From an optimization exercise on the open Yosys and OpenROAD flow, aimed at small area, a short achievable clock period and few clock cycles per item; shortcuts taken in it are not production practice. Where RTL was checked, it was by simulation tests only, not by an equivalence proof against the original.

## fjord
// systolic_mm_top
module systolic_mm_top (
    input  logic                  clk,
    input  logic                  rst,
    input  logic                  in_valid,
    input  logic [8-1:0] in_data,
    output logic                  out_valid,
    output logic [8-1:0] out_data,
    output logic                  busy,
    output logic                  done
);
    localparam int LAT = 3;
    logic       acc_en;   
    logic [4:0] cnt;      
    logic       cv;       
    logic [3:0] n;        
    logic       take;
    logic       vq;       
    logic [4:0] iq;       
    logic       rot;
    logic [1:0] rowsel;
    logic [LAT-1:0] vp;   
    logic [LAT-1:0] lp;   
    logic [LAT:0] lpx;    
    assign take = in_valid && acc_en;
    assign lpx  = {lp, cv && n == 4'd15};
    assign rot  = cv && (n[3:2] != 2'd0 || n[1:0] == 2'd3);
    always_ff @(posedge clk or negedge rst) begin
        if (!rst) begin
            acc_en <= 1'b1;
            cnt    <= '0;
            cv     <= 1'b0;
            n      <= '0;
            vq     <= 1'b0;
            iq     <= '0;
            vp     <= '0;
            lp     <= '0;
            busy   <= 1'b0;
        end else begin
            vq <= take;
            iq <= cnt;
            if (take) begin
                cnt <= cnt + 5'd1;
                if (cnt == 5'd31) acc_en <= 1'b0;
            end
            if (lpx[LAT-1]) acc_en <= 1'b1;  
            if (take && cnt[4:2] == 3'b111) begin
                cv <= 1'b1;
                n  <= {2'b00, cnt[1:0]};
            end else if (rot && n != 4'd15) begin
                cv <= 1'b1;
                n  <= n + 4'd1;
            end else begin
                cv <= 1'b0;
            end
            vp <= LAT'({vp, cv});
            lp <= lpx[LAT-1:0];
            if (take && cnt == 5'd0) busy <= 1'b1;
            else if (done)           busy <= 1'b0;
        end
    end
    assign out_valid = vp[LAT-1];
    assign done      = lp[LAT-1];
    logic [7:0] a_mem [16];
    logic [7:0] bq    [16];
    always_ff @(posedge clk) begin
        if (vq && !iq[4]) a_mem[iq[3:0]] <= bq[0];
    end
    always_ff @(posedge clk) begin
        bq[0] <= rot ? bq[3] : in_data;
        if (rot) begin
            for (int r = 0; r < 4; r++) begin
  ...
==> flow/config.mk <==
export PLATFORM = sky130hd
export DESIGN_NAME = systolic_mm_top
export DESIGN_NICKNAME = systolic_mm_top
export VERILOG_FILES = /design/flow/design.v
export SDC_FILE = /design/flow/constraint.sdc
export NUM_CORES = 4
export LEC_CHECK = 0
export CAP_MARGIN = 20
export CORE_MARGIN = 2
export CORE_UTILIZATION = 40
export SETUP_SLACK_MARGIN = 3.0
export SLEW_MARGIN = 20
==> flow/constraint.sdc <==
create_clock -name core_clock -period 6.0 [get_ports {clk}]
set_input_delay 1.2000 -clock core_clock [delete_from_list [all_inputs] [get_ports {clk}]]
set_output_delay 1.2000 -clock core_clock [all_outputs]
set_load 0.01 [all_outputs]
run.sh (not shown) runs the stock make flow with config.mk's settings and CLKGATE_MAP_FILE= SYNTH_SCRIPT=/design/flow/synth_recipe.tcl, a recipe that flattens the netlist after the stock synthesis.
Changes in indigo relative to fjord:
Settings: a change of SETUP_SLACK_MARGIN from 3.0 to 3.5; a change of CORE_UTILIZATION from 40 to 65.
Results
- Re inverter count of the layout excluding clock inverters: no difference whatsoever between fjord and indigo.
- The wire length of the first global-routing pass of indigo was superior to that of fjord.
- [compare] base=fjord new=indigo: ratio of cells with drive above 1 in the final layout increased 5.1 points; met1 routing resource usage after global routing saw an increase; area overhead of the layout relative to synthesis went up.
- fjord → indigo: cell area climbed 84 µm², overall routing resource usage climbed 9.5 points.
## Diff of input files: willow against indigo
Settings: swapping 65 for 40 in CORE_UTILIZATION.
- Looking at the reports, willow completed the entire flow and the layout it produced met the timing, design-rule and antenna checks.
- Looking at post-route minimum period, willow sits 5.1 ps higher than indigo does.
- Compared willow against indigo; maximum frequency within noise.
- willow: sequential share of layout area 0.88 points below indigo
Setup changes, willow to quartz
Settings: setting CTS_BUF_LIST to sky130_fd_sc_hd__clkbuf_4 sky130_fd_sc_hd__clkbuf_8 for the first time; changing CORE_UTILIZATION from 40 to 65.
Findings:
quartz against willow: count of multi-input gates ~0 delta, wire length -about 5%. Re post-synthesis compound-gate area fraction: no difference whatsoever between willow and quartz.
No run of this note included a check of the RTL's function; only the layout flow was run.

* * *

systolic_mm_top, a different RTL version from the one above (not shown whole).
For scale: roughly 1,200 cells after synthesis, about 370 flip-flops, ~17,000 um^2 of cells after synthesis.
clock: 6.0 ns
lec_check: 0
cap_margin: 20
core_margin: 2
core_utilization: 40
slew_margin: 20
Next try:
- SETUP_SLACK_MARGIN: not set -> 2.8
After rerunning: Register-to-register slack is better by 240 ps; die area stays the same; critical path depth rose by 1; non-clock buffer count rose by 14.
No run of this note included a check of the RTL's function; only the layout flow was run.

* * *

== run A ==
Another version of the RTL of systolic_mm_top (not shown whole).
Size in the first run: roughly 1,100 cells after synthesis, about 380 flip-flops, ~22 I/O pins, about 17,000 sq um of cells after synthesis.
Settings: LEC_CHECK=0, CAP_MARGIN=20, CORE_MARGIN=2, CORE_UTILIZATION=65, CTS_CLUSTER_DIAMETER=80, CTS_CLUSTER_SIZE=30, SETUP_SLACK_MARGIN=3.3, SLEW_MARGIN=20, SYNTH_HIERARCHICAL=1; clock period 6.0 ns.
Testbench counts of run A, summed over its fixed seeds: cycles 9,032, jobs 192.
### run A -> run B
- swapping 65 for 75 in CORE_UTILIZATION
- swapping 3.3 for 3.5 in SETUP_SLACK_MARGIN
Results
- Run B ended with every stage complete and zero timing, DRC or antenna violations.
- Compared run B vs run A, and maximum frequency is up in run B.
- Run B vs run A: design area up
- Per the comparison of run B with run A, final core utilization went up by 11 points; weighted congestion at the end of routability-driven global placement moved up; fraction of area in registers down 0.63 points; total number of nets in the final design up 2.1%.
- Measured against run B, the length of routed wiring on met1 of run A comes out at 1.07 times the reference value.
- Timing startpoint of the critical path: ar0[8]$_DFFE_PP_ -> run B, busy$_DFFE_PN0P_ -> run A
- Run A -> run B: number of design rule violations left after detail routing delta 0, exact match
Inputs modified between run B and run C:
- setting ABC_AREA to 1 for the first time
Results
Status: shortest period the worst path allows parity (run B, run C)
Compared with run B, run C shows a cell count that is 21% higher.
Going from run B to run C, post-cts sizing count grew by a few percent.
[compare] base=run B new=run C: proportion of synthesized chip area in sequential cells shows a reduction of 2.0 points, overall routed net length shows an increase of 1300 microns, via total after detailed routing shows an increase of 13%.
The inputs of run D differ from those of run C as listed below.
- ABC_AREA: 1 -> unset
- CORE_UTILIZATION: 75 -> 55
Findings:
- Per the final summary, run D finished and its layout is clean on timing, DRC and antenna.
- Global-route usage, run C and run D: smaller value in run D
- Of run C and run D, the lower arrival time at the worst endpoint belongs to run D.
- In the final reports, the cell area of run D is smaller than that of run C.
- Worst setup path endpoint: c0_q[67]$_DFF_P_ -> run D, c0_q[18]$_DFF_P_ -> run C
- Run D — multi-input combinational cell area 1.6% lower, run C as reference
- Run D against run C: total routed wirelength -1700 microns, met1 track utilization from global routing saw a decrease, signed area change from the synthesized netlist to the final layout went up.
> inputs changed (run D -> run E)
- CORE_UTILIZATION now 65, was 55
Notes after the runs:
- Run E finished every step from synthesis to the final layout, and the layout passed the timing, design-rule and antenna checks.
- | signed area change from the synthesized netlist to the final layout | run E vs run D | ≈ equal |
- Final critical path time including I/O delays and setup: higher on run E
- Run E vs run D: initial antenna violation count down in run E

==> separate check: timing with driven ports <==
In the flow no input, the clock included, has a driving cell. The finished layouts below were timed again as built, in two steps.
Step 1 (the two cells are an assumption about what drives the block):
set clk [get_ports {clk}]
set_driving_cell -lib_cell sky130_fd_sc_hd__clkbuf_16 $clk
set_driving_cell -lib_cell sky130_fd_sc_hd__buf_2 [delete_from_list [all_inputs] $clk]
Step 2 times the ports against the registers' clock, not the clock port: input delays grow and output delays shrink by t, the midpoint of the rising clock arrivals with the driver on.
Slacks: no drivers / after step 1 / after step 2; pairs: no drivers / after step 1.
run	shift t [ns]	setup slack, ns	slew at the worst register clock pin (ns)
fjord	0.595	3.186 / 3.186 / 3.186	0.06 / 0.06
indigo	0.575	3.477 / 3.477 / 3.302	0.06 / 0.06
willow	0.597	3.472 / 3.472 / 3.299	0.07 / 0.07
quartz	0.625	3.497 / 3.497 / 3.294	0.07 / 0.07
the first run of note 2	0.589	2.666 / 2.666 / 2.666	0.06 / 0.06
the second run of note 2	0.593	2.901 / 2.901 / 2.901	0.07 / 0.07
run A	0.558	3.365 / 3.316 / 3.303	0.11 / 0.11
run B	0.565	3.486 / 3.486 / 3.323	0.11 / 0.11
run C	0.569	3.488 / 3.488 / 3.434	0.11 / 0.11
run D	0.575	3.551 / 3.551 / 3.332	0.11 / 0.11
run E	0.566	3.521 / 3.521 / 3.323	0.11 / 0.11
After both steps setup and hold are still met in every run listed. The setup slack of run D, which loses most, moves by 0.000 ns with the drivers and by -0.219 ns with both steps.
